This is an optimization exercise on Yosys and OpenROAD, whose aim is small area, a short achievable clock period and few clock cycles, not a production implementation.
At most, simulation tests tie the RTL to the original design; equivalence was not proved.
Only the layout flow was run in runs 1 and 2; the RTL was not checked for function there.
Power figures rest on the tool's default switching activity, not on a simulated workload.

==> flow/design.v <==
package ll_pkg;
    localparam int DEF_DATA_DEPTH = 16;
    localparam int DEF_DATA_WD    = 32;
    localparam int DEF_NUM_LISTS  = 4;
    typedef enum logic [2:0] {
        OP_PUSH_TAIL = 3'd0,
        OP_INSERT_AT = 3'd1,
        OP_DELETE_AT = 3'd2,
        OP_READ_AT   = 3'd3,
        OP_CLEAR     = 3'd4
    } ll_op_e;
    typedef enum logic [1:0] {
        ST_OK    = 2'd0,
        ST_FULL  = 2'd1,
        ST_EMPTY = 2'd2,
        ST_BAD   = 2'd3
    } ll_status_e;
    typedef enum logic [1:0] {
        S_IDLE = 2'd0,
        S_WALK = 2'd1,
        S_EXEC = 2'd2,
        S_RESP = 2'd3
    } ll_state_e;
endpackage
import ll_pkg::*;
module ll_ptr_mgr #(
    parameter int DATA_DEPTH = ll_pkg::DEF_DATA_DEPTH,
    parameter int DATA_WD    = ll_pkg::DEF_DATA_WD,
    parameter int NUM_LISTS  = ll_pkg::DEF_NUM_LISTS,
    localparam int PTR_WD    = $clog2(DATA_DEPTH),
    localparam int CNT_WD    = PTR_WD + 1,
    localparam int LID_WD    = (NUM_LISTS > 1) ? $clog2(NUM_LISTS) : 1
) (
    input  logic                        clk,
    input  logic                        reset_n,
    input  logic                        req_vld,
    output logic                        req_rdy,
    input  logic [2:0]                  req_op,
    input  logic [LID_WD-1:0]           req_list,
    input  logic [CNT_WD-1:0]           req_pos,
    input  logic [DATA_WD-1:0]          req_data,
    output logic                        resp_vld,
    input  logic                        resp_rdy,
    output logic [DATA_WD-1:0]          resp_data,
    output logic [1:0]                  resp_status,
    output logic [NUM_LISTS-1:0]        ll_empty,
    output logic [NUM_LISTS*CNT_WD-1:0] ll_size,
    output logic [CNT_WD-1:0]           free_cnt
);
    logic [DATA_DEPTH-1:0] vld_q;
    logic [LID_WD-1:0]     lid_q   [DATA_DEPTH];
    logic [PTR_WD-1:0]     rank_q  [DATA_DEPTH];
    logic [DATA_WD-1:0]    data_mem[DATA_DEPTH];
    logic [CNT_WD-1:0]     size_q  [NUM_LISTS];
    logic [DATA_DEPTH-1:0] sel_q;
    logic                  acc, free_zero, is_push, is_ins, is_del, is_rd, is_clr;
    logic                  alloc_ok, del_ok;
    logic [1:0]            chk_stat;
    logic [CNT_WD-1:0]     in_size;
    logic [PTR_WD-1:0]     new_rank;
    logic [DATA_DEPTH-1:0] lm, eq, gt, ge, ff;
    assign req_rdy   = !resp_vld || resp_rdy;
    assign acc       = req_vld && req_rdy;
    assign in_size   = size_q[req_list];
    assign free_zero = (free_cnt == '0);
    assign is_push   = (req_op == OP_PUSH_TAIL);
    assign is_ins    = (req_op == OP_INSERT_AT);
    assign is_del    = (req_op == OP_DELETE_AT);
    assign is_rd     = (req_op == OP_READ_AT);
    assign is_clr    = (req_op == OP_CLEAR);
    assign new_rank  = is_push ? in_size[PTR_WD-1:0] : req_pos[PTR_WD-1:0];
    logic [NUM_LISTS-1:0] pos_gt, pos_ge;
    logic                 ins_bad, at_bad, in_empty;
    always_comb begin
        for (int l = 0; l < NUM_LISTS; l++) begin
            pos_gt[l] = (req_pos >  size_q[l]);
            pos_ge[l] = (req_pos >= size_q[l]);
        end
    end
    assign ins_bad  = pos_gt[req_list];
    assign at_bad   = pos_ge[req_list];
    assign in_empty = ll_empty[req_list];
    always_comb begin
        chk_stat = ST_OK;
        case (req_op)
            OP_PUSH_TAIL: if (free_zero) chk_stat = ST_FULL;
            OP_INSERT_AT: begin
                if (free_zero)    chk_stat = ST_FULL;
                else if (ins_bad) chk_stat = ST_BAD;
            end
            OP_DELETE_AT, OP_READ_AT: begin
                if (in_empty)    chk_stat = ST_EMPTY;
                else if (at_bad) chk_stat = ST_BAD;
            end
            OP_CLEAR: ;
            default: chk_stat = ST_BAD;
        endcase
    end
    assign alloc_ok = !free_zero && (is_push || (is_ins && !ins_bad));
    assign del_ok   = is_del && !at_bad;
    logic [CNT_WD-1:0] free_inc, free_dec;
    logic [CNT_WD-1:0] free_clr [NUM_LISTS];
    logic [CNT_WD-1:0] size_inc [NUM_LISTS];
    logic [CNT_WD-1:0] size_dec [NUM_LISTS];
    assign free_inc = free_cnt + CNT_WD'(1);
    assign free_dec = free_cnt - CNT_WD'(1);
    always_comb begin
        for (int l = 0; l < NUM_LISTS; l++) begin
            free_clr[l] = free_cnt + size_q[l];
            size_inc[l] = size_q[l] + CNT_WD'(1);
            size_dec[l] = size_q[l] - CNT_WD'(1);
        end
    end
    always_comb begin
        logic all_used;
        all_used = 1'b1;
        for (int i = 0; i < DATA_DEPTH; i++) begin
            lm[i] = vld_q[i] && (lid_q[i] == req_list);
            eq[i] = lm[i] && ({1'b0, rank_q[i]} == req_pos);
            gt[i] = lm[i] && ({1'b0, rank_q[i]} >  req_pos);
            ge[i] = lm[i] && ({1'b0, rank_q[i]} >= req_pos);
            ff[i] = !vld_q[i] && all_used;
            all_used = all_used && vld_q[i];
        end
    end
    always_comb begin
        resp_data = '0;
        for (int i = 0; i < DATA_DEPTH; i++)
            resp_data = resp_data | (data_mem[i] & {DATA_WD{sel_q[i]}});
    end
    always_comb begin
        ll_size  = '0;
        ll_empty = '0;
        for (int l = 0; l < NUM_LISTS; l++) begin
            ll_size[l*CNT_WD +: CNT_WD] = size_q[l];
            ll_empty[l]                 = (size_q[l] == '0);
        end
    end
    always_ff @(posedge clk) begin
        for (int i = 0; i < DATA_DEPTH; i++) begin
            if (acc && ff[i]) begin
                data_mem[i] <= req_data;
                lid_q[i]    <= req_list;
                rank_q[i]   <= new_rank;
            end else if (acc && is_ins && !free_zero && ge[i]) begin
                rank_q[i]   <= rank_q[i] + PTR_WD'(1);
            end else if (acc && is_del && gt[i]) begin
                rank_q[i]   <= rank_q[i] - PTR_WD'(1);
            end
        end
    end
    always_ff @(posedge clk or posedge reset_n) begin
        if (reset_n) begin
            vld_q       <= '0;
            sel_q       <= '0;
            resp_vld    <= 1'b0;
            resp_status <= '0;
            free_cnt    <= CNT_WD'(DATA_DEPTH);
            for (int l = 0; l < NUM_LISTS; l++) size_q[l] <= '0;
        end else begin
            if (acc) begin
                resp_vld    <= 1'b1;
                resp_status <= chk_stat;
                sel_q       <= (is_del || is_rd) ? eq : '0;
                for (int i = 0; i < DATA_DEPTH; i++) begin
                    if (alloc_ok && ff[i])            vld_q[i] <= 1'b1;
                    else if (is_del && eq[i])         vld_q[i] <= 1'b0;
                    else if (is_clr && lm[i])         vld_q[i] <= 1'b0;
                end
                for (int l = 0; l < NUM_LISTS; l++) begin
                    if (req_list == LID_WD'(l)) begin
                        if (alloc_ok)    size_q[l] <= size_inc[l];
                        else if (del_ok) size_q[l] <= size_dec[l];
                        else if (is_clr) size_q[l] <= '0;
                    end
                end
                if (alloc_ok)    free_cnt <= free_dec;
                else if (del_ok) free_cnt <= free_inc;
                else if (is_clr) free_cnt <= free_clr[req_list];
            end else if (resp_rdy) begin
                resp_vld    <= 1'b0;
            end
        end
    end
endmodule
==> flow/run.sh <==
#!/bin/bash
# synth_recipe.tcl (not shown) runs the flow's synth.tcl, then flattens the netlist and writes it again
# the make line also repeats each setting of config.mk as NAME=value (left out here)
make -C /OpenROAD-flow-scripts/flow DESIGN_CONFIG=/design/flow/config.mk WORK_HOME=/design/flow/orfs CLKGATE_MAP_FILE= SYNTH_SCRIPT=/design/flow/synth_recipe.tcl finish
==> flow/config.mk <==
export PLATFORM = sky130hd
export DESIGN_NAME = ll_ptr_mgr
export DESIGN_NICKNAME = ll_ptr_mgr
export VERILOG_FILES = /design/flow/design.v
export SDC_FILE = /design/flow/constraint.sdc
export NUM_CORES = 4
export LEC_CHECK = 0
export CAP_MARGIN = 20
export CORE_MARGIN = 2
export CORE_UTILIZATION = 40
export SLEW_MARGIN = 20
==> flow/constraint.sdc <==
create_clock -name core_clock -period 6.0 [get_ports {clk}]
set_input_delay 1.2000 -clock core_clock [delete_from_list [all_inputs] [get_ports {clk}]]
set_output_delay 1.2000 -clock core_clock [all_outputs]
set_load 0.01 [all_outputs]
==> results of run 1 <==
==> routing by layer <==
metal,up-vias,global-route usage
li1,8396,-
met1,9915,0.290
met2,727,0.368
met3,141,0.0304
met4,2,0.0615
met5,-,0
==> Yosys cell counts (3+ instances only) <==
library cell,count,area [um2]
o21ai_0,82,410
o21a_1,7,52.6
mux4_2,6,135
or3_1,7,43.8
nor2_1,59,221
o221ai_1,3,26.3
clkbuf_1,94,353
nand2_1,90,338
o31ai_1,31,233
buf_2,11,55.1
a31oi_1,18,113
buf_1,3,11.3
fa_1,17,340
a22o_1,129,1130
a31o_1,3,26.3
a221oi_1,128,1120
nor3_1,12,60.1
dfrtp_1,59,1480
a21o_1,37,278
nor2b_1,9,56.3
a311oi_4,3,78.8
xnor2_1,62,543
and3_1,4,25.0
o22ai_1,11,68.8
nor3b_1,5,37.5
mux2_2,3,33.8
a21oi_1,107,536
o21bai_1,5,37.5
and4b_1,11,110
a22oi_1,7,52.6
nand4_1,45,282
nand3_1,31,155
a41oi_1,4,35.0
nand2b_1,19,119
inv_1,65,244
ha_1,129,1610
xor2_1,22,193
a211oi_1,3,22.5
and4_1,4,35.0
edfxtp_1,608,18300
mux2i_1,29,290
or2_2,12,75.1
o311ai_0,4,35.0
==> report_power, final <==
part	leakage (nW)	total (mW)	switching, mW	internal (mW)
Clock	1.10	4.30	1.80	2.50
Combinational	4.40	1.34	0.812	0.529
Sequential	6.31	5.49	0.178	5.31
Total	11.8	11.1	2.79	8.34
==> worst max-delay path by stage <==
| stage | startpoint | end | slack (ns) | cells after the start |
|---|---|---|---|---|
| floorplan | resp_rdy | data_mem[6][0] | 0.02 | 5 |
| global placement | req_pos[4] | free_cnt[4] | 0.72 | 18 |
| detailed placement | req_pos[2] | rank_q[15][3] | 0.61 | 15 |
| CTS | req_pos[2] | free_cnt[4] | 1.24 | 17 |
| global route | req_pos[2] | rank_q[15][3] | 0.99 | 15 |
| finish | req_pos[2] | free_cnt[4] | 1.12 | 17 |
==> sequential cells by signal (all words and copies together) (netlist names) <==
signal / count
data_mem: 512
free_cnt: 5
lid_q: 32
rank_q: 64
resp_status: 2
resp_vld: 1
sel_q: 16
size_q: 20
vld_q: 16
==> per-stage QoR <==
stage / setup slack, ns / power (mW) / hold slack (ns) / util / std cells
floorplan: 0.0196 / 6.29 / 0.494 / - / 2038
global placement: 0.723 / 6.87 / 0.464 / 0.433 / 3050
detailed placement: 0.611 / 6.91 / 0.470 / 0.433 / 3050
CTS: 1.24 / 11.2 / 0.483 / 0.464 / 3176
global route: 0.993 / 11.5 / 0.502 / 0.464 / 3176
finish: 1.12 / 11.1 / 0.483 / 0.464 / 3176
==> worst min-delay path, delay by kind of cell (launching register included) <==
kind	cells	cell delay, ns
flip-flops	1	0.34
AO/OA/AOI/OAI	1	0.05
AND/OR/NAND/NOR	1	0.05
==> final cells by class <==
class	instances	area, um2
inverter	66	248
clock inverter	31	330
timing repair buffer	154	1430
tap	969	1210
sequential	668	19800
clock buffer	95	1940
multi-input combinational	1193	9420
fill	6451	39700
==> cells in the final DEF, fill, tap and decap left out, types with 43 or more instances in the layout <==
cell               n
buf_4             43
a221oi_1         128
o21ai_0           82
clkbuf_16         73
nor2_1            57
a21oi_1          107
dfrtp_1           50
inv_1             59
edfxtp_1         608
xnor2_1           62
a22o_1           129
clkdlybuf4s50_1  108
ha_1             129
nand4_1           45
nand2_1           89
==> logic make-up (layout without fill, tap and decap cells) <==
group / Yosys count / in the layout / share of synthesized area
AO/OA/AOI/OAI: 599 / 599 / 0.149
multiplexers: 38 / 38 / 0.0154
AND/OR/NAND/NOR: 326 / 326 / 0.0577
buffers and inverters: 177 / 346 / 0.0234
XOR/XNOR: 84 / 84 / 0.0247
flip-flops: 668 / 668 / 0.664
adder cells (fa/ha/maj): 146 / 146 / 0.0657
==> summary.txt, run 1 <==
TritonCTS clock tree=yes; DRC Markers=0; Core ar.=0.0741 mm2; # IOs=111; Avg WL per Cell=26.4 um; status=complete, no violations; CTS clk-pin slew, worst paths=0.06 ns; drt total wl=83800 um; DRT antenna net count=0; Clock Latency Late Sink=0.61 ns; floorplan row count=100; nets=2347; routed vias=19.2k; crit-path max FO=22; GRT Util Overall=0.216; CP max-delay cell=clkdlybuf4s50_1; share of layout cells above drive strength 1=0.0947; clk buf depth=3; grt total ovfl=0; met1 WL=35500 um; Syn Nets=2230; post-route cell area=0.0344 mm2; routed length on met2=41300 um; max incr delay on CP=0.72 ns; worst r2r src=size_q[3][2]; Hold EP=sel_q[1]; first-pass GRT wire length=124000 um; DR iter-0 viols=2038; crit-path cells=clkdlybuf4s50_1, ha_1, a21oi_1, o21ai_0, o32ai_1, nor2_1, nor3_2, buf_4, or3_1, ha_1, inv_1, fa_1, a21o_1, a21o_1, and4_1, o21ai_1, xnor2_1; CTS Root Cell=clkbuf_16; vias in the first global route=19.2k; RSZ-0062 raised after global routing=false; largest net degree at the start of global routing=49; Initial DRT Pass Iterations=6; sequential area share after synthesis=0.664; H-tree depth=3; Gates resized, CTS repair=0; unique cell type count in the Yosys netlist=73; FMAX=0.205 GHz; WL met3=4920 um; cts bufs inserted=72; Max-Cap Viols=0; Hold Path Class=register to register; Yosys warning count=8; Pleak=11.8 nW; area delta synth->final=15.5%; Post-Syn Area=0.0298 mm2; die area=0.0766 mm2; final worst-path cycle share=0.814; Final setup viols=0; Post CTS Setup Buffer Count=0; reg2reg setup slack=1.81 ns; PortBufs=110; Slew Limit Fails=0; # diodes=0; clk sinks=668; Yosys reg bits=668; Async SR Flop Fraction=0.0898; Syn Inst Count=2038; Post-synth EDFFs=608; Max Used Layer=met5; Synth Area per Inst=14.6 um2; crit end category=register; worst rel slew slack=0.203; Placement Cell Area=0.0321 mm2; die height=277 um; Post-synth top flop=edfxtp_1; FF-to-FF path depth=17; CP required=6.53 ns; r2r endpoint=free_cnt[4]; Pwr Density=324 mW/mm2; final setup TNS=0 ns; Hold Crit Start=sel_q[1]; Hold Fails Final Rpt=0; CTS Hold Buffers Added=0; maximum vdd ir drop=0.000224 V; CP Data Arrival Time=5.42 ns; width of the chip=277 um; Hold Path Stages=2; CP top delay family=compound AO/OA/AOI/OAI gates; CP Launch Type=input pin; CP Buf/Inv Count=3; fin crit period=4.88 ns; Final Wtd Congestion=0.838; Initial Util=0.402; initial antenna violation count=1; slew of the pin with the lowest slew margin=1.19 ns; HPWL after DPL=47400 um; CP Class=input pin to register; Layout Skew=0.0227 ns; vias per cell=6.04
==> inputs of run 2 (changes only) <==
--- a/flow/config.mk
+++ b/flow/config.mk
@@ -9,3 +9,4 @@
 export CORE_MARGIN = 2
 export CORE_UTILIZATION = 40
+export SETUP_SLACK_MARGIN = 3
 export SLEW_MARGIN = 20
==> run 2 against run 1 <==
Against the previous run: sequential share of layout area shrank 7.2 points; setup slack gained 1.2 ns; non-clock buffer count grew 238; highest routed layer unchanged; cell area grew 15%; first-iteration DRC count grew 6.2%; clock skew grew 0.0099 ns; register-to-register slack gained 0.71 ns; combinational power grew 36%; maximum frequency grew 32%; largest power group unchanged; clock-buffer cell count shrank 9; still clean on timing, DRC and antenna.
==> summary.txt, run 2 <==
most common cell after layout, fill and taps aside=edfxtp_1 (unchanged); Post-synth top flop=edfxtp_1 (unchanged); FF-to-FF path depth=16 (was 17); Top reg by flops=data_mem (unchanged); vias in the first global route=20.6k (was 19.2k); Yosys reg bits=668 (unchanged); clk buf depth=3 (unchanged); max reg flops=512 (unchanged); DRC Markers=0 (unchanged); first-pass GRT wire length=137000 um (was 124000 um); Placed Instances=3058 (was 3050); GRT Util Overall=0.243 (was 0.216); r2r endpoint=free_cnt[4] (unchanged); Avg WL per Cell=28.0 um (was 26.4 um); CTS Hold Buffers Added=0 (unchanged); PortBufs=110 (unchanged); Hold EP=free_cnt[4] (was sel_q[1]); final setup TNS=0 ns (unchanged); largest net degree at the start of global routing=53 (was 49); routed vias=20.7k (was 19.2k); HPWL after DPL=49500 um (was 47400 um); Synth Area per Inst=14.6 um2 (unchanged); DR iter-0 viols=2164 (was 2038); Syn Nets=2230 (unchanged); # IOs=111 (unchanged); grt total ovfl=0 (unchanged); Pleak=13.8 nW (was 11.8 nW); post-route insts no fill=3423 (was 3176); Seq. cell area=0.0198 mm2 (about the same); area delta synth->final=32.3% (was 15.5%); Hold Crit Start=free_cnt[4] (was sel_q[1]); maximum vdd ir drop=0.000286 V (was 0.000224 V); sequential area share after synthesis=0.664 (unchanged); CTS Root Cell=clkbuf_16 (unchanged); CP Data Arrival Time=2.50 ns (was 5.42 ns); fin crit period=3.70 ns (was 4.88 ns); die height=277 um (unchanged); Async SR Flop Fraction=0.0898 (unchanged); initial antenna violation count=3 (was 1); floorplan row count=100 (unchanged); cts bufs inserted=72 (unchanged); Synth top cells by count=608 x edfxtp_1, 129 x a22o_1, 129 x ha_1 (unchanged); drt total wl=95800 um (was 83800 um); synth top area cells=edfxtp_1 61%, ha_1 5.4%, dfrtp_1 5.0% (unchanged); Pwr Density=301 mW/mm2 (was 324 mW/mm2); status=complete, no violations (unchanged); slew of the pin with the lowest slew margin=1.16 ns (was 1.19 ns); Clock Latency Late Sink=0.63 ns (was 0.61 ns); Multi-input gate area=0.0115 mm2 (was 0.00942 mm2); Final setup viols=0 (unchanged); TritonCTS clock tree=yes (unchanged); largest area contributor in the netlist=edfxtp_1 (unchanged); nets=2587 (was 2347); Yosys top cell area share=0.614 (unchanged); Initial DRT Pass Iterations=6 (unchanged); met1 usage=0.321 (was 0.290); die area=0.0766 mm2 (unchanged); DRT antenna net count=0 (unchanged); RSZ-0062 raised after global routing=true (was false); Hold Path Class=register to register (unchanged); share of layout cells above drive strength 1=0.324 (was 0.0947); Post-synth EDFFs=608 (unchanged); Initial Util=0.402 (unchanged); worst rel slew slack=0.227 (was 0.203); Hold Path Stages=1 (was 2); Final Util=0.531 (was 0.464); Max-Cap Viols=0 (unchanged); CTS clk-pin slew, worst paths=0.06 ns (about the same); crit end category=output port (was register); GR Util met3=0.0439 (was 0.0304); Hold Fails Final Rpt=0 (unchanged); Syn Inst Count=2038 (unchanged); most common cell in the synthesized netlist=edfxtp_1 (unchanged); CP Launch Type=register (was input pin); vias per cell=6.04 (about the same); global route hottest layer=met2 (unchanged); Post-Syn Area=0.0298 mm2 (unchanged); clk sinks=668 (unchanged); worst r2r src=size_q[3][2] (unchanged); Layout Skew=0.0326 ns (was 0.0227 ns); CP required=4.80 ns (was 6.53 ns); Final Wtd Congestion=0.849 (was 0.838); CP Class=register to output port (was input pin to register); Filler Cells Inserted=5914 (was 6451); Core ar.=0.0741 mm2 (unchanged); Yosys warning count=8 (unchanged); Slew Limit Fails=0 (unchanged); H-tree depth=3 (unchanged); Largest regs=data_mem x512, rank_q x64, lid_q x32 (unchanged); met2 Resource Use GR=0.404 (was 0.368); FMAX=0.270 GHz (was 0.205 GHz); width of the chip=277 um (unchanged); unique cell type count in the Yosys netlist=73 (unchanged); reg2reg setup slack=2.52 ns (was 1.81 ns); crit-path max FO=6 (was 22); most frequent cells in the layout=608 x edfxtp_1, 150 x buf_4, 129 x a22o_1, 80 x nand2_1, 74 x buf_6 (was 608 x edfxtp_1, 129 x a22o_1, 129 x ha_1, 128 x a221oi_1, 108 x clkdlybuf4s50_1); final worst-path cycle share=0.616 (was 0.814)
[run 2: cell types whose count changed in the layout (fill, tap and decap cells not counted), sizes merged]
cell	before	now
buf	46	323
bufbuf	0	2
bufinv	5	11
clkbuf	95	87
clkdlybuf4s15	0	1
clkdlybuf4s50	108	61
clkinv	23	31
clkinvlp	1	9
diode	0	2
dlygate4sd2	0	4
inv	68	61
nor2	60	61
[run 2: worst max-delay path by stage]
stage | startpoint | end | slack, ns | depth (start not counted)
floorplan | req_pos[4] | free_cnt[4] | 1.92 | 17
global placement | req_pos[3] | rank_q[6][3] | 0.72 | 16
detailed placement | req_pos[1] | rank_q[12][3] | 0.62 | 16
CTS | sel_q[0] | resp_data[27] | 2.32 | 5
global route | sel_q[2] | resp_data[27] | 2.21 | 5
finish | sel_q[2] | resp_data[21] | 2.30 | 7
[run 2: worst max-delay path, stage by stage, from the launching register on]
cell	delay [ns]
dfrtp_4	0.57
buf_12	0.17
buf_4	0.13
buf_12	0.13
a22o_1	0.22
a221oi_2	0.16
nand4_1	0.26
buf_2	0.23
[run 2: through the flow]
step           hold slack [ns]  cell area [um2]  worst slack, ns  power (mW)
3_3_place_gp             0.474            33000            0.718        6.97
2_1_floorplan            0.494            30800             1.92        6.41
5_1_grt                  0.524            39400             2.21        12.3
4_1_cts                  0.513            38400             2.32        11.8
6_report                 0.508            39400             2.30        11.8
3_5_place_dp             0.501            33000            0.623        7.01
[run 2: final cells by class]
type,count,area share
clock inverter,45,0.0142
clock buffer,86,0.0474
tap,969,0.0308
timing repair buffer,392,0.104
inverter,66,0.00766
multi-input combinational,1194,0.292
antenna,2,0.000127
sequential,668,0.503
timing repair inverter,1,0.000191
[run 2: cells by family (layout without fill, tap and decap cells)]
kind of cell,after synthesis,count (layout),synth area share
and+or+nand+nor,326,327,0.0577
DFF,668,668,0.664
muxes,38,38,0.0154
other,0,2,0
xor gates and xnor gates,84,84,0.0247
adders and majority gates,146,146,0.0657
buffers and inverters,177,590,0.0234
AOI/OAI and AO/OA,599,599,0.149
[run 2: repair_timing]
action | CTS | global route
pin swaps | 161 | 99
setup buffers | 168 | 54
cloned | 9 | 1
resized for setup | 470 | 116
setup endpoints to repair | 643 | 344
hold endpoints to repair | 0 | 0
[run 2: report_power, final]
part	switching, mW	internal [mW]
logic	1.01	0.810
registers	0.171	5.31
clock network	1.87	2.68
[run 2: metal layers]
metal / vias up / part of all wire
li1: 8922 / -
met1: 10600 / 0.41
met2: 963 / 0.48
met3: 185 / 0.079
met4: 2 / 0.034
met5: - / 0.00014
==> inputs of run 3 (changes only) <==
--- a/flow/design.v
+++ b/flow/design.v
@@ -70,15 +70,4 @@
     assign is_clr    = (req_op == OP_CLEAR);
     assign new_rank  = is_push ? in_size[PTR_WD-1:0] : req_pos[PTR_WD-1:0];
-    logic [NUM_LISTS-1:0] pos_gt, pos_ge;
-    logic                 ins_bad, at_bad, in_empty;
-    always_comb begin
-        for (int l = 0; l < NUM_LISTS; l++) begin
-            pos_gt[l] = (req_pos >  size_q[l]);
-            pos_ge[l] = (req_pos >= size_q[l]);
-        end
-    end
-    assign ins_bad  = pos_gt[req_list];
-    assign at_bad   = pos_ge[req_list];
-    assign in_empty = ll_empty[req_list];
     always_comb begin
         chk_stat = ST_OK;
@@ -86,10 +75,10 @@
             OP_PUSH_TAIL: if (free_zero) chk_stat = ST_FULL;
             OP_INSERT_AT: begin
-                if (free_zero)    chk_stat = ST_FULL;
-                else if (ins_bad) chk_stat = ST_BAD;
+                if (free_zero)              chk_stat = ST_FULL;
+                else if (req_pos > in_size) chk_stat = ST_BAD;
             end
             OP_DELETE_AT, OP_READ_AT: begin
-                if (in_empty)    chk_stat = ST_EMPTY;
-                else if (at_bad) chk_stat = ST_BAD;
+                if (in_size == '0)           chk_stat = ST_EMPTY;
+                else if (req_pos >= in_size) chk_stat = ST_BAD;
             end
             OP_CLEAR: ;
@@ -97,19 +86,6 @@
         endcase
     end
-    assign alloc_ok = !free_zero && (is_push || (is_ins && !ins_bad));
-    assign del_ok   = is_del && !at_bad;
-    logic [CNT_WD-1:0] free_inc, free_dec;
-    logic [CNT_WD-1:0] free_clr [NUM_LISTS];
-    logic [CNT_WD-1:0] size_inc [NUM_LISTS];
-    logic [CNT_WD-1:0] size_dec [NUM_LISTS];
-    assign free_inc = free_cnt + CNT_WD'(1);
-    assign free_dec = free_cnt - CNT_WD'(1);
-    always_comb begin
-        for (int l = 0; l < NUM_LISTS; l++) begin
-            free_clr[l] = free_cnt + size_q[l];
-            size_inc[l] = size_q[l] + CNT_WD'(1);
-            size_dec[l] = size_q[l] - CNT_WD'(1);
-        end
-    end
+    assign alloc_ok = (is_push || is_ins) && (chk_stat == ST_OK);
+    assign del_ok   = is_del && (chk_stat == ST_OK);
     always_comb begin
         logic all_used;
@@ -168,14 +144,14 @@
                     else if (is_clr && lm[i])         vld_q[i] <= 1'b0;
                 end
-                for (int l = 0; l < NUM_LISTS; l++) begin
-                    if (req_list == LID_WD'(l)) begin
-                        if (alloc_ok)    size_q[l] <= size_inc[l];
-                        else if (del_ok) size_q[l] <= size_dec[l];
-                        else if (is_clr) size_q[l] <= '0;
-                    end
+                if (alloc_ok) begin
+                    size_q[req_list] <= in_size + CNT_WD'(1);
+                    free_cnt         <= free_cnt - CNT_WD'(1);
+                end else if (del_ok) begin
+                    size_q[req_list] <= in_size - CNT_WD'(1);
+                    free_cnt         <= free_cnt + CNT_WD'(1);
+                end else if (is_clr) begin
+                    size_q[req_list] <= '0;
+                    free_cnt         <= free_cnt + in_size;
                 end
-                if (alloc_ok)    free_cnt <= free_dec;
-                else if (del_ok) free_cnt <= free_inc;
-                else if (is_clr) free_cnt <= free_clr[req_list];
             end else if (resp_rdy) begin
                 resp_vld    <= 1'b0;
--- a/flow/config.mk
+++ b/flow/config.mk
@@ -9,4 +9,3 @@
 export CORE_MARGIN = 2
 export CORE_UTILIZATION = 40
-export SETUP_SLACK_MARGIN = 3
 export SLEW_MARGIN = 20
==> run 3 against run 2 <==
Against the previous run: die area shrank 2.4%; first-iteration DRC count fell by 24%; worst hold slack got worse by 0.014 ns; synthesized cell count is 5.4% lower; combinational power decreased by 53%; wire length fell by 17%; cell count is 10% lower; clock-buffer cell count grew 9; largest power group unchanged.
==> summary.txt, run 3 <==
Hold Path Class=register to register (unchanged); Yosys reg bits=668 (unchanged); largest area contributor in the netlist=edfxtp_1 (unchanged); Initial DRT Pass Iterations=5 (was 6); total power draw=10.5 mW (was 11.8 mW); die height=273 um (was 277 um); initial antenna violation count=3 (unchanged); Post CTS Setup Buffer Count=0 (was 168); CTS clk-pin slew, worst paths=0.06 ns (about the same); Seq. cell area=0.0198 mm2 (about the same); clk buf depth=3 (unchanged); crit end category=register (was output port); Placement Cell Area=0.0315 mm2 (was 0.0330 mm2); GRT Util Overall=0.214 (was 0.243); Slew Limit Fails=0 (unchanged); CP Buf/Inv Count=3 (was 4); HPWL after DPL=46100 um (was 49500 um); P_int=7.98 mW (was 8.80 mW); sequential area share after synthesis=0.681 (was 0.664); CP top delay family=compound AO/OA/AOI/OAI gates (was buffers and inverters); first-pass GRT wire length=118000 um (was 137000 um); H-tree depth=3 (unchanged); vias per cell=5.86 (was 6.04); reg2reg setup slack=1.38 ns (was 2.52 ns); width of the chip=273 um (was 277 um); Final Wtd Congestion=0.800 (was 0.849); Synth Area per Inst=15.1 um2 (was 14.6 um2); Initial Util=0.405 (was 0.402); FF-to-FF path depth=17 (was 16); clk sinks=668 (unchanged); Max-Cap Viols=0 (unchanged); # IOs=111 (unchanged); largest net degree at the start of global routing=61 (was 53); most common cell after layout, fill and taps aside=edfxtp_1 (unchanged); routed vias=18.0k (was 20.7k); Gate power share=0.082 (was 0.153); FMAX=0.197 GHz (was 0.270 GHz); Pwr Density=310 mW/mm2 (was 301 mW/mm2); area delta synth->final=16.2% (was 32.3%); unique cell type count in the Yosys netlist=71 (was 73); Clock Power Share=0.405 (was 0.384); most common cell in the synthesized netlist=edfxtp_1 (unchanged); Top reg by flops=data_mem (unchanged); CP Data Arrival Time=5.61 ns (was 2.50 ns); Syn Nets=2096 (was 2230); Pleak=11.8 nW (was 13.8 nW); Multi-input gate area=0.00876 mm2 (was 0.0115 mm2); max incr delay on CP=0.39 ns (was 0.57 ns); power share of the sequential group=0.513 (was 0.463); Final setup viols=0 (unchanged); Core ar.=0.0716 mm2 (was 0.0741 mm2); final worst-path cycle share=0.845 (was 0.616); post-route insts no fill=3072 (was 3423); final setup TNS=0 ns (unchanged); Gates resized, CTS repair=0 (was 470); Largest regs=data_mem x512, rank_q x64, lid_q x32 (unchanged); Post-synth top flop=edfxtp_1 (unchanged); share of layout cells above drive strength 1=0.100 (was 0.324); Syn Inst Count=1927 (was 2038); crit-path max FO=22 (was 6); Stages on worst setup path=18 (was 7); Filler Cells Inserted=6198 (was 5914); TritonCTS clock tree=yes (unchanged); CTS Root Cell=clkbuf_16 (unchanged); fin crit period=5.07 ns (was 3.70 ns); CP max-delay cell=a221o_1 (was dfrtp_4); Yosys warning count=5 (was 8); status=complete, no violations (unchanged); Hold Fails Final Rpt=0 (unchanged); Layout Skew=0.0271 ns (was 0.0326 ns); grt total ovfl=0 (unchanged); crit-path cells=buf_2, mux2i_1, mux2i_1, inv_1, ha_1, nor3b_1, mux2i_1, a221o_1, a311oi_2, or4_1, buf_4, o21ai_0, ha_1, a21o_1, a21oi_1, or3_1, a21oi_1, xor2_1 (was buf_12, buf_4, buf_12, a22o_1, a221oi_2, nand4_1, buf_2); CP Class=input pin to register (was register to output port); worst rel slew slack=0.212 (was 0.227); PortBufs=110 (unchanged); Placed Instances=2940 (was 3058); Synth top cells by count=608 x edfxtp_1, 129 x a221oi_1, 128 x a22o_1 (was 608 x edfxtp_1, 129 x a22o_1, 129 x ha_1); DRT antenna net count=0 (unchanged); RSZ-0062 raised after global routing=false (was true); Post-synth EDFFs=608 (unchanged); Hold Path Stages=2 (was 1); Async SR Flop Fraction=0.0898 (unchanged); Crit path top cell by count=mux2i_1 (was buf_12); DRC Markers=0 (unchanged); CP Launch Type=input pin (was register); CTS Hold Buffers Added=0 (unchanged); floorplan row count=98 (was 100); max reg flops=512 (unchanged); cts bufs inserted=72 (unchanged); nets=2233 (was 2587); Net Sw Frac=0.237 (was 0.257); most frequent cells in the layout=608 x edfxtp_1, 129 x a221oi_1, 128 x a22o_1, 108 x clkdlybuf4s50_1, 106 x ha_1 (was 608 x edfxtp_1, 150 x buf_4, 129 x a22o_1, 80 x nand2_1, 74 x buf_6); sw power=2.48 mW (was 3.05 mW); Final Util=0.471 (was 0.531); die area=0.0747 mm2 (was 0.0766 mm2); Yosys top cell area share=0.629 (was 0.614); Clock Latency Late Sink=0.62 ns (was 0.63 ns); Avg WL per Cell=25.9 um (was 28.0 um); slew of the pin with the lowest slew margin=1.18 ns (was 1.16 ns); post-route cell area=0.0337 mm2 (was 0.0394 mm2); Post-Syn Area=0.0290 mm2 (was 0.0298 mm2); drt total wl=79700 um (was 95800 um); vias in the first global route=18.2k (was 20.6k); DR iter-0 viols=1652 (was 2164); synth top area cells=edfxtp_1 63%, dfrtp_1 5.1%, ha_1 4.6% (was edfxtp_1 61%, ha_1 5.4%, dfrtp_1 5.0%); maximum vdd ir drop=0.000186 V (was 0.000286 V); CP required=6.54 ns (was 4.80 ns)
-- run 3: cells by family after synthesis --
group	count (synthesis)	share of synthesized area
buffers and inverters	156	0.0209
AOI/OAI and AO/OA	492	0.127
DFF	668	0.681
xor gates and xnor gates	87	0.0263
and+or+nand+nor	327	0.0586
adders and majority gates	123	0.0574
muxes	74	0.0292
-- run 3: stage by stage --
stage / hold slack, ns / setup WS [ns]
after floorplan: 0.466 / 0.438
after global placement: 0.471 / 0.503
after detailed placement: 0.486 / 0.405
after CTS: 0.498 / 1.02
after global routing: 0.532 / 0.709
final: 0.494 / 0.930
-- run 3: tightest hold or removal path: stages (launching register included) --
cell and delay (ns):
dfrtp_1 0.35, nand2_1 0.05, o21ai_0 0.06
-- run 3: cell type report --
type,count,area share
tap,950,0.0352
inverter,52,0.00579
clock inverter,36,0.00950
multi-input combinational,1103,0.260
sequential,668,0.586
timing repair buffer,167,0.0465
clock buffer,95,0.0569
antenna,1,0.0000742
-- run 3: routing by layer --
metal,track usage,part of all wire
met3,0.0384,0.067
met1,0.292,0.43
met5,0,0.00014
met2,0.350,0.48
met4,0.0597,0.025
-- run 3: worst paths after layout --
| path | to | start |
|---|---|---|
| max | free_cnt[4] | req_list[0] |
| max reg2reg | free_cnt[4] | size_q[3][4] |
| min in group asynchronous | size_q[3][0] | reset_n |
| min | resp_status[0] | resp_status[0] |
| max in group asynchronous | sel_q[1] | reset_n |
| min reg2reg | resp_status[0] | resp_status[0] |
-- run 3: power by group through the flow --
stage	registers [mW]	logic [mW]	clock network [mW]
after floorplan	5.44	0.475	0
after global placement	5.46	0.840	0
after detailed placement	5.46	0.855	0
after CTS	5.37	0.862	4.31
after global routing	5.38	0.937	4.49
final	5.37	0.856	4.23
Testbench counts of run 3, summed over its fixed seeds: cycles 4,808.

## separate check: timing with driven ports
How much do the figures lean on ideal ports? The routed layouts below were timed once more, with nothing changed but the port constraints. Step 1 (the two cells are an assumption about what drives the block):
set clk [get_ports {clk}]
set_driving_cell -lib_cell sky130_fd_sc_hd__clkbuf_16 $clk
set_driving_cell -lib_cell sky130_fd_sc_hd__buf_2 [delete_from_list [all_inputs] $clk]
Step 2, shift: input delay + t, output delay - t, t = (earliest + latest rising clock arrival at the registers) / 2. This alone moves slack from input paths to output paths. Slacks: ideal ports / drivers / drivers and shift; pairs: ideal ports / drivers.
run	t, ns	slack for setup (ns)	hold slack, ns	worst setup path at the end	worst slew at a driven data input, ns
run 1	0.661	1.115 / 1.133 / 0.472	0.483 / 0.483 / 0.483	input to register	0.12
run 2	0.676	2.302 / 2.240 / 1.758	0.508 / 0.508 / 0.508	input to register	0.18
run 3	0.667	0.930 / 0.889 / 0.221	0.494 / 0.494 / 0.494	input to register	0.13
After both steps every run listed still meets setup and hold. For run 3, which loses most, drivers alone change the setup slack by -0.041 ns; drivers and shift together by -0.709 ns.
